From an optimization exercise on the open Yosys and OpenROAD flow, aimed at small area; shortcuts taken in it are not production practice.
The RTL was checked by simulation tests, not by an equivalence proof against the original design.
The clock port is modelled as an ideal driver; clocking choices that lean on that would not hold on a real chip.
Power figures rest on the tool's default switching activity, not on a simulated workload.

==> design/flow/design.v <==
package vecdot_pkg;
  typedef logic signed [16-1:0] sample_t;
  typedef logic signed [2*16-1:0] product_t;
  typedef logic signed [41-1:0] acc_t;
  typedef logic [4-1:0] tap_idx_t;
  typedef logic [9*16-1:0] tap_vec_t;
endpackage
module mac_tree (
  input  logic [135:0] rows,
  input  logic [7:0]  b_neg,
  input  logic [34:0] acc_in,
  output logic [34:0] acc_sum
);
  logic s1, c2, s3, c4, s5, c6, s7, c8, s9, c10, s11, c12;
  logic s13, c14, s15, c16, s17, c18, s19, c20, s21, c22, s23, c24;
  logic s25, c26, s27, c28, s29, c30, s31, c32, s33, c34, s35, c36;
  logic s37, c38, s39, c40, s41, c42, s43, c44, s45, c46, s47, c48;
  logic s49, c50, s51, c52, s53, c54, s55, c56, s57, c58, s59, c60;
  logic s61, c62, s63, c64, s65, c66, s67, c68, s69, c70, s71, c72;
  logic s73, c74, s75, c76, s77, c78, s79, c80, s81, c82, s83, c84;
  logic s85, c86, s87, c88, s89, c90, s91, c92, s93, c94, s95, c96;
  logic s97, c98, s99, c100, s101, c102, s103, c104, s105, c106, s107, c108;
  logic s109, c110, s111, c112, s113, c114, s115, c116, s117, c118, s119, c120;
  logic s121, c122, s123, c124, s125, c126, s127, c128, s129, c130, s131, c132;
  logic s133, c134, s135, c136, s137, c138, s139, c140, s141, c142, s143, c144;
  logic s145, c146, s147, c148, s149, c150, s151, c152, s153, c154, s155, c156;
  logic s157, c158, s159, c160, s161, c162, s163, c164, s165, c166, s167, c168;
  logic s169, c170, s171, c172, s173, c174, s175, c176, s177, c178, s179, c180;
  logic s181, c182, s183, c184, s185, c186, s187, c188, s189, c190, s191, c192;
  logic s193, c194, s195, c196, s197, c198, s199, c200, s201, c202, s203, c204;
  logic s205, c206, s207, c208, s209, c210, s211, c212, s213, c214, s215, c216;
  logic s217, c218, s219, c220, s221, c222, s223, c224, s225, c226, s227, c228;
  logic s229, c230, s231, c232, s233, c234, s235, c236, s237, c238, s239, c240;
  logic s241, c242, s243, c244, s245, c246, s247, c248, s249, c250, s251, c252;
  logic s253, c254, s255, c256, s257, c258, s259, c260, s261, c262, s263, c264;
  logic s265, c266, s267, c268, s269, c270, s271, c272, g0_0, p0_0, g0_1, p0_1;
  logic g0_2, p0_2, g0_3, p0_3, g0_4, p0_4, g0_5, p0_5, g0_6, p0_6, g0_7, p0_7;
  logic g0_8, p0_8, g0_9, p0_9, g0_10, p0_10, g0_11, p0_11, g0_12, p0_12, g0_13, p0_13;
  logic g0_14, p0_14, g0_15, p0_15, g0_16, p0_16, g0_17, p0_17, g0_18, p0_18, g0_19, p0_19;
  logic g0_20, p0_20, g0_21, p0_21, g0_22, p0_22, g0_23, p0_23, g0_24, p0_24, g0_25, p0_25;
  logic g0_26, p0_26, g0_27, p0_27, g0_28, p0_28, g0_29, p0_29, g0_30, p0_30, g0_31, p0_31;
  logic g0_32, p0_32, g0_33, p0_33, g0_34, p0_34, gu1_1, pu1_1, gu1_3, pu1_3, gu1_5, pu1_5;
  logic gu1_7, pu1_7, gu1_9, pu1_9, gu1_11, pu1_11, gu1_13, pu1_13, gu1_15, pu1_15, gu1_17, pu1_17;
  logic gu1_19, pu1_19, gu1_21, pu1_21, gu1_23, pu1_23, gu1_25, pu1_25, gu1_27, pu1_27, gu1_29, pu1_29;
  logic gu1_31, pu1_31, gu1_33, pu1_33, gu2_3, pu2_3, gu2_7, pu2_7, gu2_11, pu2_11, gu2_15, pu2_15;
  logic gu2_19, pu2_19, gu2_23, pu2_23, gu2_27, pu2_27, gu2_31, pu2_31, gu3_7, pu3_7, gu3_15, pu3_15;
  logic gu3_23, pu3_23, gu3_31, pu3_31, gu4_15, pu4_15, gu4_31, pu4_31, gu5_31, pu5_31, gd9_23, pd9_23;
  logic gd10_11, pd10_11, gd10_19, pd10_19, gd10_27, pd10_27, gd11_5, pd11_5, gd11_9, pd11_9, gd11_13, pd11_13;
  logic gd11_17, pd11_17, gd11_21, pd11_21, gd11_25, pd11_25, gd11_29, pd11_29, gd11_33, pd11_33, gd12_2, pd12_2;
  logic gd12_4, pd12_4, gd12_6, pd12_6, gd12_8, pd12_8, gd12_10, pd12_10, gd12_12, pd12_12, gd12_14, pd12_14;
  logic gd12_16, pd12_16, gd12_18, pd12_18, gd12_20, pd12_20, gd12_22, pd12_22, gd12_24, pd12_24, gd12_26, pd12_26;
  logic gd12_28, pd12_28, gd12_30, pd12_30, gd12_32, pd12_32, gd12_34, pd12_34;
  assign s1 = acc_in[0] ^ b_neg[0];
  assign c2 = acc_in[0] & b_neg[0];
  assign s3 = acc_in[1] ^ c2;
  assign c4 = acc_in[1] & c2;
  assign s5 = acc_in[2] ^ b_neg[1] ^ c4;
  assign c6 = (acc_in[2] & b_neg[1]) | (acc_in[2] & c4) | (b_neg[1] & c4);
  assign s7 = rows[2] ^ rows[17];
  assign c8 = rows[2] & rows[17];
  assign s9 = acc_in[3] ^ rows[3] ^ rows[18];
  assign c10 = (acc_in[3] & rows[3]) | (acc_in[3] & rows[18]) | (rows[3] & rows[18]);
  assign s11 = c8 ^ c6;
  assign c12 = c8 & c6;
  assign s13 = acc_in[4] ^ b_neg[2] ^ rows[4];
  assign c14 = (acc_in[4] & b_neg[2]) | (acc_in[4] & rows[4]) | (b_neg[2] & rows[4]);
  assign s15 = rows[19] ^ rows[34] ^ c10;
  assign c16 = (rows[19] & rows[34]) | (rows[19] & c10) | (rows[34] & c10);
  assign s17 = c12 ^ s13;
  assign c18 = c12 & s13;
  assign s19 = acc_in[5] ^ rows[5] ^ rows[20];
  assign c20 = (acc_in[5] & rows[5]) | (acc_in[5] & rows[20]) | (rows[5] & rows[20]);
  assign s21 = rows[35] ^ c14 ^ s19;
  assign c22 = (rows[35] & c14) | (rows[35] & s19) | (c14 & s19);
  assign s23 = c18 ^ c16;
  assign c24 = c18 & c16;
  assign s25 = acc_in[6] ^ b_neg[3] ^ rows[6];
  assign c26 = (acc_in[6] & b_neg[3]) | (acc_in[6] & rows[6]) | (b_neg[3] & rows[6]);
  assign s27 = rows[21] ^ rows[36] ^ rows[51];
  assign c28 = (rows[21] & rows[36]) | (rows[21] & rows[51]) | (rows[36] & rows[51]);
  assign s29 = c20 ^ s25 ^ s27;
  assign c30 = (c20 & s25) | (c20 & s27) | (s25 & s27);
  assign s31 = c22 ^ c24;
  assign c32 = c22 & c24;
  assign s33 = acc_in[7] ^ rows[7] ^ rows[22];
  assign c34 = (acc_in[7] & rows[7]) | (acc_in[7] & rows[22]) | (rows[7] & rows[22]);
  assign s35 = rows[37] ^ rows[52] ^ c26;
  assign c36 = (rows[37] & rows[52]) | (rows[37] & c26) | (rows[52] & c26);
  assign s37 = c28 ^ s33 ^ c30;
  assign c38 = (c28 & s33) | (c28 & c30) | (s33 & c30);
  assign s39 = s35 ^ c32;
  assign c40 = s35 & c32;
  assign s41 = acc_in[8] ^ b_neg[4] ^ rows[8];
  assign c42 = (acc_in[8] & b_neg[4]) | (acc_in[8] & rows[8]) | (b_neg[4] & rows[8]);
  assign s43 = rows[23] ^ rows[38] ^ rows[53];
  assign c44 = (rows[23] & rows[38]) | (rows[23] & rows[53]) | (rows[38] & rows[53]);
  assign s45 = rows[68] ^ c34 ^ s41;
  assign c46 = (rows[68] & c34) | (rows[68] & s41) | (c34 & s41);
  assign s47 = s43 ^ c36 ^ s45;
  assign c48 = (s43 & c36) | (s43 & s45) | (c36 & s45);
  assign s49 = c38 ^ c40;
  assign c50 = c38 & c40;
  assign s51 = acc_in[9] ^ rows[9] ^ rows[24];
  assign c52 = (acc_in[9] & rows[9]) | (acc_in[9] & rows[24]) | (rows[9] & rows[24]);
  assign s53 = rows[39] ^ rows[54] ^ rows[69];
  assign c54 = (rows[39] & rows[54]) | (rows[39] & rows[69]) | (rows[54] & rows[69]);
  assign s55 = c42 ^ c44 ^ s51;
  assign c56 = (c42 & c44) | (c42 & s51) | (c44 & s51);
  assign s57 = s53 ^ c46 ^ s55;
  assign c58 = (s53 & c46) | (s53 & s55) | (c46 & s55);
  assign s59 = c48 ^ s57;
  assign c60 = c48 & s57;
  assign s61 = acc_in[10] ^ b_neg[5] ^ rows[10];
  assign c62 = (acc_in[10] & b_neg[5]) | (acc_in[10] & rows[10]) | (b_neg[5] & rows[10]);
  assign s63 = rows[25] ^ rows[40] ^ rows[55];
  assign c64 = (rows[25] & rows[40]) | (rows[25] & rows[55]) | (rows[40] & rows[55]);
  assign s65 = rows[70] ^ rows[85] ^ c52;
  assign c66 = (rows[70] & rows[85]) | (rows[70] & c52) | (rows[85] & c52);
  assign s67 = c54 ^ s61 ^ s63;
  assign c68 = (c54 & s61) | (c54 & s63) | (s61 & s63);
  assign s69 = c56 ^ s65 ^ s67;
  assign c70 = (c56 & s65) | (c56 & s67) | (s65 & s67);
  assign s71 = c58 ^ s69;
  assign c72 = c58 & s69;
  assign s73 = acc_in[11] ^ rows[11] ^ rows[26];
  assign c74 = (acc_in[11] & rows[11]) | (acc_in[11] & rows[26]) | (rows[11] & rows[26]);
  assign s75 = rows[41] ^ rows[56] ^ rows[71];
  assign c76 = (rows[41] & rows[56]) | (rows[41] & rows[71]) | (rows[56] & rows[71]);
  assign s77 = rows[86] ^ c62 ^ c64;
  assign c78 = (rows[86] & c62) | (rows[86] & c64) | (c62 & c64);
  assign s79 = s73 ^ s75 ^ c66;
  assign c80 = (s73 & s75) | (s73 & c66) | (s75 & c66);
  assign s81 = c68 ^ s77 ^ s79;
  assign c82 = (c68 & s77) | (c68 & s79) | (s77 & s79);
  assign s83 = c70 ^ c72;
  assign c84 = c70 & c72;
  assign s85 = acc_in[12] ^ b_neg[6] ^ rows[12];
  assign c86 = (acc_in[12] & b_neg[6]) | (acc_in[12] & rows[12]) | (b_neg[6] & rows[12]);
  assign s87 = rows[27] ^ rows[42] ^ rows[57];
  assign c88 = (rows[27] & rows[42]) | (rows[27] & rows[57]) | (rows[42] & rows[57]);
  assign s89 = rows[72] ^ rows[87] ^ rows[102];
  assign c90 = (rows[72] & rows[87]) | (rows[72] & rows[102]) | (rows[87] & rows[102]);
  assign s91 = c74 ^ c76 ^ s85;
  assign c92 = (c74 & c76) | (c74 & s85) | (c76 & s85);
  assign s93 = s87 ^ s89 ^ c78;
  assign c94 = (s87 & s89) | (s87 & c78) | (s89 & c78);
  assign s95 = s91 ^ c80 ^ s93;
  assign c96 = (s91 & c80) | (s91 & s93) | (c80 & s93);
  assign s97 = c82 ^ s95;
  assign c98 = c82 & s95;
  assign s99 = acc_in[13] ^ rows[13] ^ rows[28];
  assign c100 = (acc_in[13] & rows[13]) | (acc_in[13] & rows[28]) | (rows[13] & rows[28]);
  assign s101 = rows[43] ^ rows[58] ^ rows[73];
  assign c102 = (rows[43] & rows[58]) | (rows[43] & rows[73]) | (rows[58] & rows[73]);
  assign s103 = rows[88] ^ rows[103] ^ c86;
  assign c104 = (rows[88] & rows[103]) | (rows[88] & c86) | (rows[103] & c86);
  assign s105 = c88 ^ c90 ^ s99;
  assign c106 = (c88 & c90) | (c88 & s99) | (c90 & s99);
  assign s107 = s101 ^ c92 ^ s103;
  assign c108 = (s101 & c92) | (s101 & s103) | (c92 & s103);
  assign s109 = s105 ^ c94 ^ s107;
  assign c110 = (s105 & c94) | (s105 & s107) | (c94 & s107);
  assign s111 = c96 ^ s109;
  assign c112 = c96 & s109;
  assign s113 = acc_in[14] ^ b_neg[7] ^ rows[14];
  assign c114 = (acc_in[14] & b_neg[7]) | (acc_in[14] & rows[14]) | (b_neg[7] & rows[14]);
  assign s115 = rows[29] ^ rows[44] ^ rows[59];
  assign c116 = (rows[29] & rows[44]) | (rows[29] & rows[59]) | (rows[44] & rows[59]);
  assign s117 = rows[74] ^ rows[89] ^ rows[104];
  assign c118 = (rows[74] & rows[89]) | (rows[74] & rows[104]) | (rows[89] & rows[104]);
  assign s119 = rows[119] ^ c100 ^ c102;
  assign c120 = (rows[119] & c100) | (rows[119] & c102) | (c100 & c102);
  assign s121 = s113 ^ s115 ^ s117;
  assign c122 = (s113 & s115) | (s113 & s117) | (s115 & s117);
  assign s123 = c104 ^ c106 ^ s119;
  assign c124 = (c104 & c106) | (c104 & s119) | (c106 & s119);
  assign s125 = s121 ^ c108 ^ s123;
  assign c126 = (s121 & c108) | (s121 & s123) | (c108 & s123);
  assign s127 = c110 ^ s125;
  assign c128 = c110 & s125;
  assign s129 = acc_in[15] ^ rows[15] ^ rows[30];
  assign c130 = (acc_in[15] & rows[15]) | (acc_in[15] & rows[30]) | (rows[15] & rows[30]);
  assign s131 = rows[45] ^ rows[60] ^ rows[75];
  assign c132 = (rows[45] & rows[60]) | (rows[45] & rows[75]) | (rows[60] & rows[75]);
  assign s133 = rows[90] ^ rows[105] ^ rows[120];
  assign c134 = (rows[90] & rows[105]) | (rows[90] & rows[120]) | (rows[105] & rows[120]);
  assign s135 = c114 ^ c116 ^ c118;
  assign c136 = (c114 & c116) | (c114 & c118) | (c116 & c118);
  assign s137 = s129 ^ s131 ^ s133;
  assign c138 = (s129 & s131) | (s129 & s133) | (s131 & s133);
  assign s139 = c120 ^ c122 ^ s135;
  assign c140 = (c120 & c122) | (c120 & s135) | (c122 & s135);
  assign s141 = s137 ^ c124 ^ s139;
  assign c142 = (s137 & c124) | (s137 & s139) | (c124 & s139);
  assign s143 = c126 ^ s141;
  assign c144 = c126 & s141;
  assign s145 = acc_in[16] ^ ~rows[16] ^ rows[31];
  assign c146 = (acc_in[16] & ~rows[16]) | (acc_in[16] & rows[31]) | (~rows[16] & rows[31]);
  assign s147 = rows[46] ^ rows[61] ^ rows[76];
  assign c148 = (rows[46] & rows[61]) | (rows[46] & rows[76]) | (rows[61] & rows[76]);
  assign s149 = rows[91] ^ rows[106] ^ rows[121];
  assign c150 = (rows[91] & rows[106]) | (rows[91] & rows[121]) | (rows[106] & rows[121]);
  assign s151 = c130 ^ c132 ^ c134;
  assign c152 = (c130 & c132) | (c130 & c134) | (c132 & c134);
  assign s153 = s145 ^ s147 ^ s149;
  assign c154 = (s145 & s147) | (s145 & s149) | (s147 & s149);
  assign s155 = c136 ^ c138 ^ s151;
  assign c156 = (c136 & c138) | (c136 & s151) | (c138 & s151);
  assign s157 = s153 ^ c140 ^ s155;
  assign c158 = (s153 & c140) | (s153 & s155) | (c140 & s155);
  assign s159 = c142 ^ s157;
  assign c160 = c142 & s157;
  assign s161 = acc_in[17] ^ rows[32] ^ rows[47];
  assign c162 = (acc_in[17] & rows[32]) | (acc_in[17] & rows[47]) | (rows[32] & rows[47]);
  assign s163 = rows[62] ^ rows[77] ^ rows[92];
  assign c164 = (rows[62] & rows[77]) | (rows[62] & rows[92]) | (rows[77] & rows[92]);
  assign s165 = rows[107] ^ rows[122] ^ c146;
  assign c166 = (rows[107] & rows[122]) | (rows[107] & c146) | (rows[122] & c146);
  assign s167 = c148 ^ c150 ^ s161;
  assign c168 = (c148 & c150) | (c148 & s161) | (c150 & s161);
  assign s169 = s163 ^ c152 ^ c154;
  assign c170 = (s163 & c152) | (s163 & c154) | (c152 & c154);
  assign s171 = s165 ^ s167 ^ c156;
  assign c172 = (s165 & s167) | (s165 & c156) | (s167 & c156);
  assign s173 = s169 ^ c158 ^ s171;
  assign c174 = (s169 & c158) | (s169 & s171) | (c158 & s171);
  assign s175 = acc_in[18] ^ ~rows[33] ^ rows[48];
  assign c176 = (acc_in[18] & ~rows[33]) | (acc_in[18] & rows[48]) | (~rows[33] & rows[48]);
  assign s177 = rows[63] ^ rows[78] ^ rows[93];
  assign c178 = (rows[63] & rows[78]) | (rows[63] & rows[93]) | (rows[78] & rows[93]);
  assign s179 = rows[108] ^ rows[123] ^ c162;
  assign c180 = (rows[108] & rows[123]) | (rows[108] & c162) | (rows[123] & c162);
  assign s181 = c164 ^ s175 ^ s177;
  assign c182 = (c164 & s175) | (c164 & s177) | (s175 & s177);
  assign s183 = c166 ^ c168 ^ s179;
  assign c184 = (c166 & c168) | (c166 & s179) | (c168 & s179);
  assign s185 = s181 ^ c170 ^ s183;
  assign c186 = (s181 & c170) | (s181 & s183) | (c170 & s183);
  assign s187 = c172 ^ s185;
  assign c188 = c172 & s185;
  assign s189 = acc_in[19] ^ rows[49] ^ rows[64];
  assign c190 = (acc_in[19] & rows[49]) | (acc_in[19] & rows[64]) | (rows[49] & rows[64]);
  assign s191 = rows[79] ^ rows[94] ^ rows[109];
  assign c192 = (rows[79] & rows[94]) | (rows[79] & rows[109]) | (rows[94] & rows[109]);
  assign s193 = rows[124] ^ c176 ^ c178;
  assign c194 = (rows[124] & c176) | (rows[124] & c178) | (c176 & c178);
  assign s195 = s189 ^ s191 ^ c180;
  assign c196 = (s189 & s191) | (s189 & c180) | (s191 & c180);
  assign s197 = c182 ^ s193 ^ c184;
  assign c198 = (c182 & s193) | (c182 & c184) | (s193 & c184);
  assign s199 = s195 ^ c186 ^ s197;
  assign c200 = (s195 & c186) | (s195 & s197) | (c186 & s197);
  assign s201 = acc_in[20] ^ ~rows[50] ^ rows[65];
  assign c202 = (acc_in[20] & ~rows[50]) | (acc_in[20] & rows[65]) | (~rows[50] & rows[65]);
  assign s203 = rows[80] ^ rows[95] ^ rows[110];
  assign c204 = (rows[80] & rows[95]) | (rows[80] & rows[110]) | (rows[95] & rows[110]);
  assign s205 = rows[125] ^ c190 ^ c192;
  assign c206 = (rows[125] & c190) | (rows[125] & c192) | (c190 & c192);
  assign s207 = s201 ^ s203 ^ c194;
  assign c208 = (s201 & s203) | (s201 & c194) | (s203 & c194);
  assign s209 = s205 ^ c196 ^ s207;
  assign c210 = (s205 & c196) | (s205 & s207) | (c196 & s207);
  assign s211 = c198 ^ s209;
  assign c212 = c198 & s209;
  assign s213 = acc_in[21] ^ rows[66] ^ rows[81];
  assign c214 = (acc_in[21] & rows[66]) | (acc_in[21] & rows[81]) | (rows[66] & rows[81]);
  assign s215 = rows[96] ^ rows[111] ^ rows[126];
  assign c216 = (rows[96] & rows[111]) | (rows[96] & rows[126]) | (rows[111] & rows[126]);
  assign s217 = c202 ^ c204 ^ s213;
  assign c218 = (c202 & c204) | (c202 & s213) | (c204 & s213);
  assign s219 = s215 ^ c206 ^ s217;
  assign c220 = (s215 & c206) | (s215 & s217) | (c206 & s217);
  assign s221 = c208 ^ s219 ^ c210;
  assign c222 = (c208 & s219) | (c208 & c210) | (s219 & c210);
  assign s223 = acc_in[22] ^ ~rows[67] ^ rows[82];
  assign c224 = (acc_in[22] & ~rows[67]) | (acc_in[22] & rows[82]) | (~rows[67] & rows[82]);
  assign s225 = rows[97] ^ rows[112] ^ rows[127];
  assign c226 = (rows[97] & rows[112]) | (rows[97] & rows[127]) | (rows[112] & rows[127]);
  assign s227 = c214 ^ c216 ^ s223;
  assign c228 = (c214 & c216) | (c214 & s223) | (c216 & s223);
  assign s229 = s225 ^ c218 ^ s227;
  assign c230 = (s225 & c218) | (s225 & s227) | (c218 & s227);
  assign s231 = c220 ^ s229;
  assign c232 = c220 & s229;
  assign s233 = acc_in[23] ^ rows[83] ^ rows[98];
  assign c234 = (acc_in[23] & rows[83]) | (acc_in[23] & rows[98]) | (rows[83] & rows[98]);
  assign s235 = rows[113] ^ rows[128] ^ c224;
  assign c236 = (rows[113] & rows[128]) | (rows[113] & c224) | (rows[128] & c224);
  assign s237 = c226 ^ s233 ^ c228;
  assign c238 = (c226 & s233) | (c226 & c228) | (s233 & c228);
  assign s239 = s235 ^ c230 ^ s237;
  assign c240 = (s235 & c230) | (s235 & s237) | (c230 & s237);
  assign s241 = acc_in[24] ^ ~rows[84] ^ rows[99];
  assign c242 = (acc_in[24] & ~rows[84]) | (acc_in[24] & rows[99]) | (~rows[84] & rows[99]);
  assign s243 = rows[114] ^ rows[129] ^ c234;
  assign c244 = (rows[114] & rows[129]) | (rows[114] & c234) | (rows[129] & c234);
  assign s245 = s241 ^ c236 ^ s243;
  assign c246 = (s241 & c236) | (s241 & s243) | (c236 & s243);
  assign s247 = c238 ^ s245;
  assign c248 = c238 & s245;
  assign s249 = acc_in[25] ^ rows[100] ^ rows[115];
  assign c250 = (acc_in[25] & rows[100]) | (acc_in[25] & rows[115]) | (rows[100] & rows[115]);
  assign s251 = rows[130] ^ c242 ^ s249;
  assign c252 = (rows[130] & c242) | (rows[130] & s249) | (c242 & s249);
  assign s253 = c244 ^ s251 ^ c246;
  assign c254 = (c244 & s251) | (c244 & c246) | (s251 & c246);
  assign s255 = acc_in[26] ^ ~rows[101] ^ rows[116];
  assign c256 = (acc_in[26] & ~rows[101]) | (acc_in[26] & rows[116]) | (~rows[101] & rows[116]);
  assign s257 = rows[131] ^ c250 ^ s255;
  assign c258 = (rows[131] & c250) | (rows[131] & s255) | (c250 & s255);
  assign s259 = c252 ^ s257;
  assign c260 = c252 & s257;
  assign s261 = acc_in[27] ^ rows[117] ^ rows[132];
  assign c262 = (acc_in[27] & rows[117]) | (acc_in[27] & rows[132]) | (rows[117] & rows[132]);
  assign s263 = c256 ^ s261 ^ c258;
  assign c264 = (c256 & s261) | (c256 & c258) | (s261 & c258);
  assign s265 = acc_in[28] ^ ~rows[118] ^ rows[133];
  assign c266 = (acc_in[28] & ~rows[118]) | (acc_in[28] & rows[133]) | (~rows[118] & rows[133]);
  assign s267 = c262 ^ s265;
  assign c268 = c262 & s265;
  assign s269 = acc_in[29] ^ rows[134] ^ c266;
  assign c270 = (acc_in[29] & rows[134]) | (acc_in[29] & c266) | (rows[134] & c266);
  assign s271 = acc_in[30] ^ ~rows[135];
  assign c272 = acc_in[30] & ~rows[135];
  assign p0_0 = s1 ^ rows[0];
  assign g0_0 = s1 & rows[0];
  assign p0_1 = rows[1] ^ s3;
  assign g0_1 = rows[1] & s3;
  assign p0_2 = s7 ^ s5;
  assign g0_2 = s7 & s5;
  assign p0_3 = s9 ^ s11;
  assign g0_3 = s9 & s11;
  assign p0_4 = s17 ^ s15;
  assign g0_4 = s17 & s15;
  assign p0_5 = s21 ^ s23;
  assign g0_5 = s21 & s23;
  assign p0_6 = s29 ^ s31;
  assign g0_6 = s29 & s31;
  assign p0_7 = s37 ^ s39;
  assign g0_7 = s37 & s39;
  assign p0_8 = s47 ^ s49;
  assign g0_8 = s47 & s49;
  assign p0_9 = c50 ^ s59;
  assign g0_9 = c50 & s59;
  assign p0_10 = c60 ^ s71;
  assign g0_10 = c60 & s71;
  assign p0_11 = s81 ^ s83;
  assign g0_11 = s81 & s83;
  assign p0_12 = c84 ^ s97;
  assign g0_12 = c84 & s97;
  assign p0_13 = c98 ^ s111;
  assign g0_13 = c98 & s111;
  assign p0_14 = c112 ^ s127;
  assign g0_14 = c112 & s127;
  assign p0_15 = c128 ^ s143;
  assign g0_15 = c128 & s143;
  assign p0_16 = c144 ^ s159;
  assign g0_16 = c144 & s159;
  assign p0_17 = c160 ^ s173;
  assign g0_17 = c160 & s173;
  assign p0_18 = s187 ^ c174;
  assign g0_18 = s187 & c174;
  assign p0_19 = c188 ^ s199;
  assign g0_19 = c188 & s199;
  assign p0_20 = s211 ^ c200;
  assign g0_20 = s211 & c200;
  assign p0_21 = c212 ^ s221;
  assign g0_21 = c212 & s221;
  assign p0_22 = s231 ^ c222;
  assign g0_22 = s231 & c222;
  assign p0_23 = c232 ^ s239;
  assign g0_23 = c232 & s239;
  assign p0_24 = s247 ^ c240;
  assign g0_24 = s247 & c240;
  assign p0_25 = c248 ^ s253;
  assign g0_25 = c248 & s253;
  assign p0_26 = s259 ^ c254;
  assign g0_26 = s259 & c254;
  assign p0_27 = c260 ^ s263;
  assign g0_27 = c260 & s263;
  assign p0_28 = s267 ^ c264;
  assign g0_28 = s267 & c264;
  assign p0_29 = c268 ^ s269;
  assign g0_29 = c268 & s269;
  assign p0_30 = s271 ^ c270;
  assign g0_30 = s271 & c270;
  assign p0_31 = acc_in[31] ^ c272;
  assign g0_31 = acc_in[31] & c272;
  assign p0_32 = acc_in[32] ^ 1'b0;
  assign g0_32 = acc_in[32] & 1'b0;
  assign p0_33 = acc_in[33] ^ 1'b0;
  assign g0_33 = acc_in[33] & 1'b0;
  assign p0_34 = acc_in[34] ^ 1'b0;
  assign g0_34 = acc_in[34] & 1'b0;
  assign gu1_1 = g0_1 | (p0_1 & g0_0);
  assign pu1_1 = p0_1 & p0_0;
  assign gu1_3 = g0_3 | (p0_3 & g0_2);
  assign pu1_3 = p0_3 & p0_2;
  assign gu1_5 = g0_5 | (p0_5 & g0_4);
  assign pu1_5 = p0_5 & p0_4;
  assign gu1_7 = g0_7 | (p0_7 & g0_6);
  assign pu1_7 = p0_7 & p0_6;
  assign gu1_9 = g0_9 | (p0_9 & g0_8);
  assign pu1_9 = p0_9 & p0_8;
  assign gu1_11 = g0_11 | (p0_11 & g0_10);
  assign pu1_11 = p0_11 & p0_10;
  assign gu1_13 = g0_13 | (p0_13 & g0_12);
  assign pu1_13 = p0_13 & p0_12;
  assign gu1_15 = g0_15 | (p0_15 & g0_14);
  assign pu1_15 = p0_15 & p0_14;
  assign gu1_17 = g0_17 | (p0_17 & g0_16);
  assign pu1_17 = p0_17 & p0_16;
  assign gu1_19 = g0_19 | (p0_19 & g0_18);
  assign pu1_19 = p0_19 & p0_18;
  assign gu1_21 = g0_21 | (p0_21 & g0_20);
  assign pu1_21 = p0_21 & p0_20;
  assign gu1_23 = g0_23 | (p0_23 & g0_22);
  assign pu1_23 = p0_23 & p0_22;
  assign gu1_25 = g0_25 | (p0_25 & g0_24);
  assign pu1_25 = p0_25 & p0_24;
  assign gu1_27 = g0_27 | (p0_27 & g0_26);
  assign pu1_27 = p0_27 & p0_26;
  assign gu1_29 = g0_29 | (p0_29 & g0_28);
  assign pu1_29 = p0_29 & p0_28;
  assign gu1_31 = g0_31 | (p0_31 & g0_30);
  assign pu1_31 = p0_31 & p0_30;
  assign gu1_33 = g0_33 | (p0_33 & g0_32);
  assign pu1_33 = p0_33 & p0_32;
  assign gu2_3 = gu1_3 | (pu1_3 & gu1_1);
  assign pu2_3 = pu1_3 & pu1_1;
  assign gu2_7 = gu1_7 | (pu1_7 & gu1_5);
  assign pu2_7 = pu1_7 & pu1_5;
  assign gu2_11 = gu1_11 | (pu1_11 & gu1_9);
  assign pu2_11 = pu1_11 & pu1_9;
  assign gu2_15 = gu1_15 | (pu1_15 & gu1_13);
  assign pu2_15 = pu1_15 & pu1_13;
  assign gu2_19 = gu1_19 | (pu1_19 & gu1_17);
  assign pu2_19 = pu1_19 & pu1_17;
  assign gu2_23 = gu1_23 | (pu1_23 & gu1_21);
  assign pu2_23 = pu1_23 & pu1_21;
  assign gu2_27 = gu1_27 | (pu1_27 & gu1_25);
  assign pu2_27 = pu1_27 & pu1_25;
  assign gu2_31 = gu1_31 | (pu1_31 & gu1_29);
  assign pu2_31 = pu1_31 & pu1_29;
  assign gu3_7 = gu2_7 | (pu2_7 & gu2_3);
  assign pu3_7 = pu2_7 & pu2_3;
  assign gu3_15 = gu2_15 | (pu2_15 & gu2_11);
  assign pu3_15 = pu2_15 & pu2_11;
  assign gu3_23 = gu2_23 | (pu2_23 & gu2_19);
  assign pu3_23 = pu2_23 & pu2_19;
  assign gu3_31 = gu2_31 | (pu2_31 & gu2_27);
  assign pu3_31 = pu2_31 & pu2_27;
  assign gu4_15 = gu3_15 | (pu3_15 & gu3_7);
  assign pu4_15 = pu3_15 & pu3_7;
  assign gu4_31 = gu3_31 | (pu3_31 & gu3_23);
  assign pu4_31 = pu3_31 & pu3_23;
  assign gu5_31 = gu4_31 | (pu4_31 & gu4_15);
  assign pu5_31 = pu4_31 & pu4_15;
  assign gd9_23 = gu3_23 | (pu3_23 & gu4_15);
  assign pd9_23 = pu3_23 & pu4_15;
  assign gd10_11 = gu2_11 | (pu2_11 & gu3_7);
  assign pd10_11 = pu2_11 & pu3_7;
  assign gd10_19 = gu2_19 | (pu2_19 & gu4_15);
  assign pd10_19 = pu2_19 & pu4_15;
  assign gd10_27 = gu2_27 | (pu2_27 & gd9_23);
  assign pd10_27 = pu2_27 & pd9_23;
  assign gd11_5 = gu1_5 | (pu1_5 & gu2_3);
  assign pd11_5 = pu1_5 & pu2_3;
  assign gd11_9 = gu1_9 | (pu1_9 & gu3_7);
  assign pd11_9 = pu1_9 & pu3_7;
  assign gd11_13 = gu1_13 | (pu1_13 & gd10_11);
  assign pd11_13 = pu1_13 & pd10_11;
  assign gd11_17 = gu1_17 | (pu1_17 & gu4_15);
  assign pd11_17 = pu1_17 & pu4_15;
  assign gd11_21 = gu1_21 | (pu1_21 & gd10_19);
  assign pd11_21 = pu1_21 & pd10_19;
  assign gd11_25 = gu1_25 | (pu1_25 & gd9_23);
  assign pd11_25 = pu1_25 & pd9_23;
  assign gd11_29 = gu1_29 | (pu1_29 & gd10_27);
  assign pd11_29 = pu1_29 & pd10_27;
  assign gd11_33 = gu1_33 | (pu1_33 & gu5_31);
  assign pd11_33 = pu1_33 & pu5_31;
  assign gd12_2 = g0_2 | (p0_2 & gu1_1);
  assign pd12_2 = p0_2 & pu1_1;
  assign gd12_4 = g0_4 | (p0_4 & gu2_3);
  assign pd12_4 = p0_4 & pu2_3;
  assign gd12_6 = g0_6 | (p0_6 & gd11_5);
  assign pd12_6 = p0_6 & pd11_5;
  assign gd12_8 = g0_8 | (p0_8 & gu3_7);
  assign pd12_8 = p0_8 & pu3_7;
  assign gd12_10 = g0_10 | (p0_10 & gd11_9);
  assign pd12_10 = p0_10 & pd11_9;
  assign gd12_12 = g0_12 | (p0_12 & gd10_11);
  assign pd12_12 = p0_12 & pd10_11;
  assign gd12_14 = g0_14 | (p0_14 & gd11_13);
  assign pd12_14 = p0_14 & pd11_13;
  assign gd12_16 = g0_16 | (p0_16 & gu4_15);
  assign pd12_16 = p0_16 & pu4_15;
  assign gd12_18 = g0_18 | (p0_18 & gd11_17);
  assign pd12_18 = p0_18 & pd11_17;
  assign gd12_20 = g0_20 | (p0_20 & gd10_19);
  assign pd12_20 = p0_20 & pd10_19;
  assign gd12_22 = g0_22 | (p0_22 & gd11_21);
  assign pd12_22 = p0_22 & pd11_21;
  assign gd12_24 = g0_24 | (p0_24 & gd9_23);
  assign pd12_24 = p0_24 & pd9_23;
  assign gd12_26 = g0_26 | (p0_26 & gd11_25);
  assign pd12_26 = p0_26 & pd11_25;
  assign gd12_28 = g0_28 | (p0_28 & gd10_27);
  assign pd12_28 = p0_28 & pd10_27;
  assign gd12_30 = g0_30 | (p0_30 & gd11_29);
  assign pd12_30 = p0_30 & pd11_29;
  assign gd12_32 = g0_32 | (p0_32 & gu5_31);
  assign pd12_32 = p0_32 & pu5_31;
  assign gd12_34 = g0_34 | (p0_34 & gd11_33);
  assign pd12_34 = p0_34 & pd11_33;
  assign acc_sum[0] = p0_0;
  assign acc_sum[1] = p0_1 ^ g0_0;
  assign acc_sum[2] = p0_2 ^ gu1_1;
  assign acc_sum[3] = p0_3 ^ gd12_2;
  assign acc_sum[4] = p0_4 ^ gu2_3;
  assign acc_sum[5] = p0_5 ^ gd12_4;
  assign acc_sum[6] = p0_6 ^ gd11_5;
  assign acc_sum[7] = p0_7 ^ gd12_6;
  assign acc_sum[8] = p0_8 ^ gu3_7;
  assign acc_sum[9] = p0_9 ^ gd12_8;
  assign acc_sum[10] = p0_10 ^ gd11_9;
  assign acc_sum[11] = p0_11 ^ gd12_10;
  assign acc_sum[12] = p0_12 ^ gd10_11;
  assign acc_sum[13] = p0_13 ^ gd12_12;
  assign acc_sum[14] = p0_14 ^ gd11_13;
  assign acc_sum[15] = p0_15 ^ gd12_14;
  assign acc_sum[16] = p0_16 ^ gu4_15;
  assign acc_sum[17] = p0_17 ^ gd12_16;
  assign acc_sum[18] = p0_18 ^ gd11_17;
  assign acc_sum[19] = p0_19 ^ gd12_18;
  assign acc_sum[20] = p0_20 ^ gd10_19;
  assign acc_sum[21] = p0_21 ^ gd12_20;
  assign acc_sum[22] = p0_22 ^ gd11_21;
  assign acc_sum[23] = p0_23 ^ gd12_22;
  assign acc_sum[24] = p0_24 ^ gd9_23;
  assign acc_sum[25] = p0_25 ^ gd12_24;
  assign acc_sum[26] = p0_26 ^ gd11_25;
  assign acc_sum[27] = p0_27 ^ gd12_26;
  assign acc_sum[28] = p0_28 ^ gd10_27;
  assign acc_sum[29] = p0_29 ^ gd12_28;
  assign acc_sum[30] = p0_30 ^ gd11_29;
  assign acc_sum[31] = p0_31 ^ gd12_30;
  assign acc_sum[32] = p0_32 ^ gu5_31;
  assign acc_sum[33] = p0_33 ^ gd12_32;
  assign acc_sum[34] = p0_34 ^ gd11_33;
endmodule
module vecdot9 (
  input  logic                clk,
  input  logic                reset,
  input  logic                en,
  input  vecdot_pkg::sample_t hin,
  input  logic                hin_valid,
  input  vecdot_pkg::sample_t xin,
  input  logic                xin_valid,
  output vecdot_pkg::sample_t dout,
  output logic                dout_valid,
  output logic                sat
);
  localparam int W = 16;
  localparam int N = 9;
  localparam int AW = 2*W + 3;
  logic [N*W-1:0]     xslot_q;
  logic [(N-1)*W-1:0] kpart_q;
  logic [N*W-1:0]     kcur_q;
  logic               kzero_q;
  logic [3:0]         fcnt_q;
  logic [3:0]         kcnt_q;
  logic [N-1:0]       step_q;
  logic               vld_q;
  logic [AW-1:0]      acc_q;
  logic x_acc, h_acc, f_done, k_done, busy;
  assign x_acc  = en && xin_valid;
  assign h_acc  = en && hin_valid;
  assign f_done = x_acc && (fcnt_q == 4'd8);
  assign k_done = h_acc && (kcnt_q == 4'd8);
  assign busy   = |step_q;
  always_ff @(posedge clk) begin
    if (reset) begin
      fcnt_q <= '0;
    end else if (x_acc) begin
      fcnt_q <= (fcnt_q == 4'd8) ? 4'd0 : fcnt_q + 4'd1;
    end
  end
  always_ff @(posedge clk) begin
    if (reset) begin
      kcnt_q <= '0;
    end else if (h_acc) begin
      kcnt_q <= (kcnt_q == 4'd8) ? 4'd0 : kcnt_q + 4'd1;
    end
  end
  always_ff @(posedge clk) begin
    for (int i = 0; i < N; i++) begin
      if (x_acc && fcnt_q == 4'(i)) begin
        xslot_q[i*W +: W] <= xin;
      end
    end
  end
  always_ff @(posedge clk) begin
    if (h_acc) begin
      kpart_q <= {hin, kpart_q[(N-1)*W-1:W]};
    end
  end
  always_ff @(posedge clk) begin
    if (k_done) begin
      kcur_q <= {hin, kpart_q};
    end
  end
  always_ff @(posedge clk) begin
    if (reset) begin
      kzero_q <= 1'b1;
    end else if (k_done) begin
      kzero_q <= 1'b0;
    end
  end
  logic signed [W-1:0]    x_op;
  logic signed [W-1:0]    k_op;
  always_comb begin
    x_op = '0;
    k_op = '0;
    for (int i = 0; i < N; i++) begin
      x_op = x_op | (xslot_q[i*W +: W] & {W{step_q[i]}});
      k_op = k_op | (kcur_q[i*W +: W] & {W{step_q[i]}});
    end
    if (kzero_q) k_op = '0;
  end
  localparam int NR = W/2;
  logic [W:0]          xb;
  logic [NR-1:0]       b_one, b_two, b_neg;
  logic [NR*(W+1)-1:0] rows;
  logic [AW-1:0]       acc_in;
  logic [AW-1:0]       acc_sum;
  assign xb = {x_op, 1'b0};
  always_comb begin
    for (int j = 0; j < NR; j++) begin
      b_one[j] = xb[2*j+1] ^ xb[2*j];
      b_two[j] = (xb[2*j+2] & ~xb[2*j+1] & ~xb[2*j]) | (~xb[2*j+2] & xb[2*j+1] & xb[2*j]);
      b_neg[j] = xb[2*j+2];
      for (int i = 0; i <= W; i++) begin
        rows[j*(W+1)+i] = ((b_one[j] & (i == W ? k_op[W-1] : k_op[i])) |
                           (b_two[j] & (i == 0 ? 1'b0 : k_op[i-1]))) ^ b_neg[j];
      end
    end
  end
  mac_tree u_tree (
    .rows    (rows),
    .b_neg   (b_neg),
    .acc_in  (acc_in),
    .acc_sum (acc_sum)
  );
  always_ff @(posedge clk) begin
    if (reset) begin
      step_q <= '0;
    end else if (en) begin
      step_q <= {step_q[N-2:0], f_done};
    end
  end
  always_ff @(posedge clk) begin
    if (reset) begin
      vld_q <= 1'b0;
    end else if (en) begin
      vld_q <= step_q[N-1];
    end
  end
  localparam logic [AW-1:0] START = AW'(35'd512 - 35'd9 * 35'h0_5555_0000);
  assign acc_in = step_q[0] ? START : acc_q;
  always_ff @(posedge clk) begin
    if (en && busy) begin
      acc_q <= acc_sum;
    end
  end
  logic pos_ovf, neg_ovf;
  assign pos_ovf = !acc_q[AW-1] && (|acc_q[AW-2:W+10-1]);
  assign neg_ovf =  acc_q[AW-1] && !(&acc_q[AW-2:W+10-1]);
  always_comb begin
    if (pos_ovf)      dout = {1'b0, {(W-1){1'b1}}};
    else if (neg_ovf) dout = {1'b1, {(W-1){1'b0}}};
    else              dout = acc_q[10 +: W];
  end
  assign sat        = pos_ovf || neg_ovf;
  assign dout_valid = vld_q;
endmodule
==> design/flow/flow/run.sh <==
#!/bin/bash
# The standard layout with these changes:
#  - synthesis skips the generic ABC pass inside Yosys's synth command and maps
#    through an area-oriented ABC script (flow/abc_area.script) in place of
#    ORFS's; ORFS's other scripts are used unchanged;
#  - every port still gets its own buffer, of the smallest buffer cell;
#  - clock tree synthesis inserts no dummy loads;
#  - after global routing, gates on paths with positive slack are downsized
#    (ORFS's RECOVER_POWER step), and flow/pre_grt.tcl has that step repair the
#    slew and capacitance limits again right after.
set -euo pipefail
here=$(pwd)
rm -rf "$here/scripts_abc"
cp -r "$FLOW_HOME/scripts" "$here/scripts_abc"
cp "$here/flow/abc_area.script" "$here/scripts_abc/abc_area.script"
bash standard.sh SCRIPTS_DIR="$here/scripts_abc" "SYNTH_ARGS=-noabc" synth > "$here/synth.log" 2>&1
bash standard.sh \
  "BUFFER_PORTS_ARGS=-buffer_cell sky130_fd_sc_hd__buf_1" \
  "CTS_ARGS=-sink_clustering_enable -repair_clock_nets -sink_clustering_size 30 -sink_clustering_max_diameter 100 -dont_use_dummy_load" \
  RECOVER_POWER=100 \
  PRE_GLOBAL_ROUTE_TCL="$here/flow/pre_grt.tcl" \
  finish > "$here/layout.log" 2>&1
==> design/flow/flow/abc_area.script <==
strash
ifraig
dc2
dch -f
amap
topo
stime -c
upsize -c
dnsize -c
==> design/flow/flow/pre_grt.tcl <==
# Power recovery downsizes gates on paths with positive slack, and may leave
# slew or capacitance violations; repair them right after, then legalize.
proc recover_power_helper { } {
  if { $::env(RECOVER_POWER) == 0 } {
    return
  }
  log_cmd repair_timing -verbose -recover_power $::env(RECOVER_POWER)
  log_cmd repair_design -verbose -cap_margin $::env(CAP_MARGIN) \
    -slew_margin $::env(SLEW_MARGIN) -match_cell_footprint
  log_cmd detailed_placement
}
==> design/flow/standard.sh <==
#!/bin/bash
# synth_recipe.tcl (not shown) runs the flow's synth.tcl, then flattens the netlist and writes it again
# the make line also repeats each setting of config.mk as NAME=value (left out here)
make -C /OpenROAD-flow-scripts/flow DESIGN_CONFIG=/design/flow/config.mk WORK_HOME=/design/flow/orfs CLKGATE_MAP_FILE= SYNTH_SCRIPT=/design/flow/synth_recipe.tcl "${@:-finish}"
==> design/flow/config.mk <==
export PLATFORM = sky130hd
export DESIGN_NAME = vecdot9
export DESIGN_NICKNAME = vecdot9
export VERILOG_FILES = /design/flow/design.v
export SDC_FILE = /design/flow/constraint.sdc
export NUM_CORES = 4
export LEC_CHECK = 0
export ABC_AREA = 1
export CAP_MARGIN = 20
export CORE_MARGIN = 2
export CORE_UTILIZATION = 70
export CTS_CLUSTER_DIAMETER = 100
export CTS_CLUSTER_SIZE = 30
export GPL_TIMING_DRIVEN = 0
export SETUP_SLACK_MARGIN = -0.3
export SLEW_MARGIN = 20
==> design/flow/constraint.sdc <==
create_clock -name core_clock -period 8.0 [get_ports {clk}]
set_input_delay 1.6000 -clock core_clock [delete_from_list [all_inputs] [get_ports {clk}]]
set_output_delay 1.6000 -clock core_clock [all_outputs]
set_load 0.01 [all_outputs]
==> results.json, run 1 <==
{
  "outcome": "no timing/DRC/antenna violations",
  "finalHoldViolCount": 0,
  "via_per_inst": 6.88,
  "firstDrtPassIters": 9,
  "first_iter_violations": 1892,
  "fp-row-count": 65,
  "clock.fmax_mhz": 128,
  "dieWidth_um": 182,
  "p_int_mw": 6.20,
  "layout_common_cells": "edfxtp_1 (451), nand2_1 (155), fa_1 (128)",
  "finalClockSkew_ns": 0.0693,
  "whs_ns": 0.412,
  "syn_area_um2": 22100,
  "cpMostUsedCell": "nand3_2",
  "hold_class": "reg2reg",
  "synth_nets": 1703,
  "worst-path-max-fanout": 19,
  "max-cap-violations": 0,
  "place.gp.congestion": 0.881,
  "cts.root.buffer_cell": "clkbuf_16",
  "numCtsBuffers": 22,
  "dp_cells": 1968,
  "cp_data_arrival_time_ns": 8.12,
  "routed_wl_um": 48600,
  "power_density_nw_per_um2": 433,
  "drtAntennaViolNets": 0,
  "cts.sinks": 470,
  "htree_levels": 1,
  "final_common_cell": "edfxtp_1",
  "syn_avg_cell_area_um2": 15.0,
  "synth_seq_area_share": 0.630,
  "cts_tree": "yes",
  "clock_tree.buffer_depth": 3,
  "tightest_slew_ns": 0.976,
  "io_pins": 55,
  "ys_ff_latch": 470,
  "power_mw": 10.3,
  "wl_per_cell_um": 24.3,
  "path_delay_family": "adder cells",
  "yosysUniqueCellTypes": 39,
  "p_switching_mw": 4.11,
  "cp-end-kind": "flop",
  "initial_core_util": 0.706,
  "fin_crit_ns": 7.83,
  "critPathLaunchType": "flop",
  "crit_cells": 31,
  "multi_input_area_um2": 7990,
  "syn_inst": 1475,
  "slew_violations": 0,
  "path_class": "reg2reg",
  "portBuffers": 54,
  "required_ns": 8.29,
  "grt_max_degree": 85,
  "core-area_um2": 31300,
  "combPwrFrac": 0.562,
  "die_area_um2": 33000,
  "fin_crit_sh": 0.979,
  "syn2layout_area_growth_pct": 7.86,
  "finalSetupViolCount": 0,
  "cts.clk_slew.worst_paths_ns": 0.10,
  "p_clk_frac": 0.114,
  "vias": 13760,
  "power.static_leakage_nw": 7.57,
  "nets": 1827,
  "grt_first_pass_wirelength_um": 75800,
  "cp_slowest_cell": "nand2_1",
  "cpPeakStageDelay_ns": 0.66,
  "grt_use_total": 0.300,
  "vdd_drop_max_mv": 0.502,
  "num-fill-cells": 1882,
  "clkLatencyLatePin_ns": 0.57,
  "final_cells": 2001,
  "post-route-drc-count": 0,
  "drive_gt1_frac": 0.0664,
  "grt_pass1_vias": 13636,
  "power_frac_seq": 0.324,
  "hold_depth": 0,
  "gr-total-overflow": 0,
  "hpwl_um": 32300,
  "die_h_um": 182,
  "relSlewSlack": 0.349,
  "synth_top_area_share": 0.613,
  "seqCellArea_um2": 13900,
  "yosysWarnings": 1,
  "synth_area_leaders": "edfxtp_1 (61%), fa_1 (12%), a222oi_1 (4.3%), ha_1 (3.6%), o22ai_1 (3.0%)",
  "antenna_found_initial": 2,
  "r2r_cells": 31,
  "tns_ns": 0,
  "sw_frac_of_total": 0.399,
  "cp_num_buf_inv": 1,
  "yosys.area.top_type": "edfxtp_1"
}
[worst reg2reg max path: cells and delay by family, from the launching register on]
| kind | cells | cell delay, ns |
|---|---|---|
| AO/OA/AOI/OAI | 9 | 2.01 |
| adder cells (fa/ha/maj) | 6 | 2.38 |
| buffers and inverters | 1 | 0.31 |
| flip-flops | 1 | 0.60 |
| AND/OR/NAND/NOR | 15 | 2.28 |
[sequential cells by signal, indices dropped and copies added, names as in the netlist, 4 cells and up]
signal   flops
acc_q       35
fcnt_q       4
kcnt_q       4
kcur_q     144
kpart_q    128
step_q       9
xslot_q    144
[synth_stat cells, drive strengths merged]
library cell and instances:
a211oi 6, a21oi 47, a221o 1, a221oi 8
a222oi 96, a31oi 2, a41oi 2, and3 9
buf 1, clkinv 45, dfxtp 19, edfxtp 451
fa 128, ha 63, inv 8, nand2 162
nand3 36, nand4 1, nor2 76, nor2b 23
nor3 10, nor4 2, o21a 5, o21ai 133
o21bai 3, o221a 1, o221ai 23, o22ai 107
o41a 1, or2 6
[cell families after synthesis]
family | share of synthesized area
AOI/OAI and AO/OA | 0.141
buffers and inverters | 0.00951
adders and majority gates | 0.152
DFF | 0.630
and+or+nand+nor | 0.0672
[layer usage]
metal  vias to the layer above  wire length, µm  part of all wire  GRT usage
met5                         -                0                 0          0
met4                         0             1110             0.023     0.0745
met3                       107             4040             0.083     0.0365
met2                       667            24000              0.49      0.511
met1                      6833            19400              0.40      0.421
li1                       6153                -                 -          -
[cell type report]
type	count	area share
Inverter	53	0.00893
Antenna cell	2	0.000210
Clock buffer	22	0.0231
Tap cell	402	0.0211
Buffer	1	0.000158
Sequential cell	470	0.585
Timing Repair Buffer	100	0.0264
Multi-Input combinational cell	951	0.335
[power by group through the flow]
stage	logic, mW	registers [mW]	clock network, mW
final	5.80	3.34	1.17
after global routing	6.64	3.36	1.26
after CTS	5.83	3.34	1.19
after detailed placement	5.78	3.39	0
after global placement	5.40	3.41	0
after floorplan	4.50	3.37	0
[worst paths after layout]
path | slack (ns) | to | from
worst max-delay path | 0.17 | acc_q[34] | step_q[7]
worst min-delay path | 0.41 | kcur_q[77] | kpart_q[77]
worst max register to register | 0.17 | acc_q[34] | step_q[7]
worst min register to register | 0.41 | kcur_q[77] | kpart_q[77]
[per-stage QoR]
step	util	setup WS (ns)	cell area [µm²]
CTS	0.768	0.0101	24000
finish	0.761	0.168	23800
floorplan	-	0.0966	22100
global route	0.761	-0.297	23800
detailed placement	0.750	0.0586	23500
global placement	0.728	-2.78	22800
[what timing repair did]
| action | CTS | global route |
|---|---|---|
| endpoints found under the setup margin | 0 | 5 |
| gates resized for setup | 0 | 7 |
| hold buffers | 0 | 0 |
| setup buffers | 0 | 7 |
==> inputs of run 2 (changes only) <==
--- a/design/flow/flow/run.sh
+++ b/design/flow/flow/run.sh
@@ -5,9 +5,10 @@
 #    ORFS's; ORFS's other scripts are used unchanged;
 #  - every port still gets its own buffer, of the smallest buffer cell;
 #  - clock tree synthesis inserts no dummy loads;
-#  - after global routing, gates on paths with positive slack are downsized
-#    (ORFS's RECOVER_POWER step), and flow/pre_grt.tcl has that step repair the
-#    slew and capacitance limits again right after.
+#  - after clock tree synthesis (flow/post_cts.tcl) and after global routing
+#    (ORFS's RECOVER_POWER step), gates on paths with positive slack are
+#    downsized, and the slew and capacitance limits repaired right after
+#    (flow/pre_grt.tcl adds that repair to ORFS's step).
 set -euo pipefail
 here=$(pwd)
 rm -rf "$here/scripts_abc"
@@ -19,4 +20,5 @@
   "CTS_ARGS=-sink_clustering_enable -repair_clock_nets -sink_clustering_size 30 -sink_clustering_max_diameter 100 -dont_use_dummy_load" \
   RECOVER_POWER=100 \
   PRE_GLOBAL_ROUTE_TCL="$here/flow/pre_grt.tcl" \
+  POST_CTS_TCL="$here/flow/post_cts.tcl" \
   finish > "$here/layout.log" 2>&1
==> design/flow/flow/post_cts.tcl (new file) <==
# Downsize gates on paths with positive slack after clock tree synthesis too,
# then repair slew and capacitance limits and legalize.
if { $::env(RECOVER_POWER) != 0 } {
  log_cmd estimate_parasitics -placement
  log_cmd repair_timing -verbose -recover_power $::env(RECOVER_POWER)
  log_cmd repair_design -verbose -cap_margin $::env(CAP_MARGIN) \
    -slew_margin $::env(SLEW_MARGIN) -match_cell_footprint
  log_cmd detailed_placement
  check_placement -verbose
}
==> results.json, run 2 <==
{
  "portBuffers": 54,
  "initial_core_util": 0.706,
  "reg.largest.list": "kcur_q (144), xslot_q (144), kpart_q (128)",
  "drive_gt1_frac": 0.0650,
  "synth_seq_area_share": 0.630,
  "pre_cts_ws_ns": 0.0586,
  "cts.clk_slew.worst_paths_ns": 0.11,
  "clock.fmax_mhz": 129,
  "drtAntennaViolNets": 0,
  "worst_slack_ns": 0.230,
  "via_per_inst": 6.83,
  "nets": 1830,
  "finalHoldViolCount": 0,
  "cp_data_arrival_time_ns": 8.06,
  "routed_wl_um": 48600,
  "yosysUniqueCellTypes": 39,
  "cp_slowest_cell": "o221ai_4",
  "hold_class": "reg2reg",
  "synth-edff-count": 451,
  "synth_area_leaders": "edfxtp_1 (61%), fa_1 (12%), a222oi_1 (4.3%), ha_1 (3.6%), o22ai_1 (3.0%)",
  "cts_tree": "yes",
  "syn_avg_cell_area_um2": 15.0,
  "path_class": "reg2reg",
  "gr-total-overflow": 0,
  "vdd_drop_max_mv": 0.503,
  "grt_use_total": 0.300,
  "fp-row-count": 65,
  "critPathLaunchType": "flop",
  "final_cells": 2004,
  "slew_violations": 0,
  "syn2layout_area_growth_pct": 7.84,
  "outcome": "no timing/DRC/antenna violations",
  "cpPeakStageDelay_ns": 0.63,
  "dpl-instance-area_um2": 23500,
  "fin_util": 0.761,
  "antenna_found_initial": 2,
  "synthArstFlopShare": 0,
  "final_cell_area_um2": 23800,
  "power_mw": 10.3,
  "max-cap-violations": 0,
  "cts.sinks": 470,
  "tightest_slew_ns": 0.958,
  "wl_per_cell_um": 24.2,
  "grt_pass1_vias": 13688,
  "finalSetupViolCount": 0,
  "power_density_nw_per_um2": 431,
  "die_area_um2": 33000,
  "fin_crit_sh": 0.971,
  "cp-end-kind": "flop",
  "yosysMostFrequentCell": "edfxtp_1",
  "synth_nets": 1703,
  "grt_first_pass_wirelength_um": 76000,
  "die_h_um": 182,
  "clkLatencyLatePin_ns": 0.57,
  "relSlewSlack": 0.362,
  "core-area_um2": 31300,
  "yosysWarnings": 1,
  "post-route-drc-count": 0,
  "yosys.area.top_type": "edfxtp_1",
  "dieWidth_um": 182,
  "required_ns": 8.29,
  "synth_top_flop_cell": "edfxtp_1",
  "worstHoldStart": "kpart_q[77]",
  "power.static_leakage_nw": 7.57,
  "ys_ff_latch": 470,
  "dp_cells": 1968,
  "synth_top_area_share": 0.613,
  "cpMostUsedCell": "nand3_2",
  "tns_ns": 0,
  "grt_max_degree": 44,
  "first_iter_violations": 1890,
  "finalClockSkew_ns": 0.0690,
  "crit_start": "step_q[8]",
  "firstDrtPassIters": 11,
  "io_pins": 55,
  "layout_common_cells": "edfxtp_1 (451), nand2_1 (155), fa_1 (128)",
  "worst-path-max-fanout": 24,
  "whs_ns": 0.412,
  "hpwl_um": 32300,
  "regToRegStartpoint": "step_q[8]",
  "vias": 13684,
  "syn_inst": 1475,
  "final_common_cell": "edfxtp_1",
  "syn_area_um2": 22100,
  "synth_common_cells": "edfxtp_1 (451), nand2_1 (155), fa_1 (128)",
  "fin_crit_ns": 7.77,
  "place.gp.congestion": 0.881
}
run 2: worst paths after layout:
check / to / slack (ns) / cells after the start
max: acc_q[34] / 0.23 / 31
min: kcur_q[77] / 0.41 / 0
min reg2reg: kcur_q[77] / 0.41 / 0
max reg2reg: acc_q[34] / 0.23 / 31
run 2: cells by family after synthesis:
kind of cell / Yosys count / synth area share
adder cells (fa/ha/maj): 191 / 0.152
flip-flops: 470 / 0.630
AO/OA/AOI/OAI: 435 / 0.141
buffers and inverters: 54 / 0.00951
AND/OR/NAND/NOR: 325 / 0.0672
run 2: power breakdown:
| part | internal [mW] | switching, mW | leakage [nW] | total, mW |
|---|---|---|---|---|
| clock | 0.492 | 0.683 | 0.271 | 1.17 |
| sequential | 3.26 | 0.0817 | 4.29 | 3.34 |
| combinational | 2.43 | 3.32 | 3.01 | 5.75 |
run 2: cell type report:
type | instances | area, µm²
Tap cell | 402 | 503
Clock buffer | 22 | 551
Buffer | 1 | 3.75
Antenna cell | 2 | 5.00
Inverter | 53 | 211
Sequential cell | 470 | 13900
Timing Repair Buffer | 103 | 647
Fill cell | 1885 | 7490
Multi-Input combinational cell | 951 | 7970
run 2: metal layers:
layer / up-vias / track usage / share of wire
li1: 6163 / - / -
met1: 6721 / 0.419 / 0.39
met2: 704 / 0.509 / 0.50
met3: 96 / 0.0405 / 0.089
met4: 0 / 0.0800 / 0.020
met5: - / 0 / 0
run 2: critical path: cells and delay by family (launching register included):
family,cells,cell delay [ns]
adder cells (fa/ha/maj),6,2.38
AND/OR/NAND/NOR,14,1.70
buffers and inverters,1,0.25
flip-flops,1,0.51
AO/OA/AOI/OAI,10,2.65

-- static timing again, ports no longer ideal --
In the flow no input, the clock included, has a driving cell. The finished layouts below were timed again as built, in two steps. Step 1: set_driving_cell puts a clkbuf_16 on clk and a buf_2 on each other input, an assumption about the parent block. Step 2 times the ports against the registers' clock, not the clock port: input delays grow and output delays shrink by t, the midpoint of the rising clock arrivals with the driver on. a / b / c = ideal / step 1 / step 2; a / b = the first two.
| run | t (ns) | setup slack, ns | worst hold slack (ns) | worst register clock-pin slew, ns | worst slew at a driven data input, ns |
|---|---|---|---|---|---|
| run 1 | 0.586 | 0.168 / 0.168 / 0.168 | 0.412 / 0.412 / 0.412 | 0.11 / 0.11 | 0.09 |
| run 2 | 0.584 | 0.230 / 0.230 / 0.230 | 0.412 / 0.412 / 0.412 | 0.11 / 0.11 | 0.09 |
After both steps every run listed still meets setup and hold.
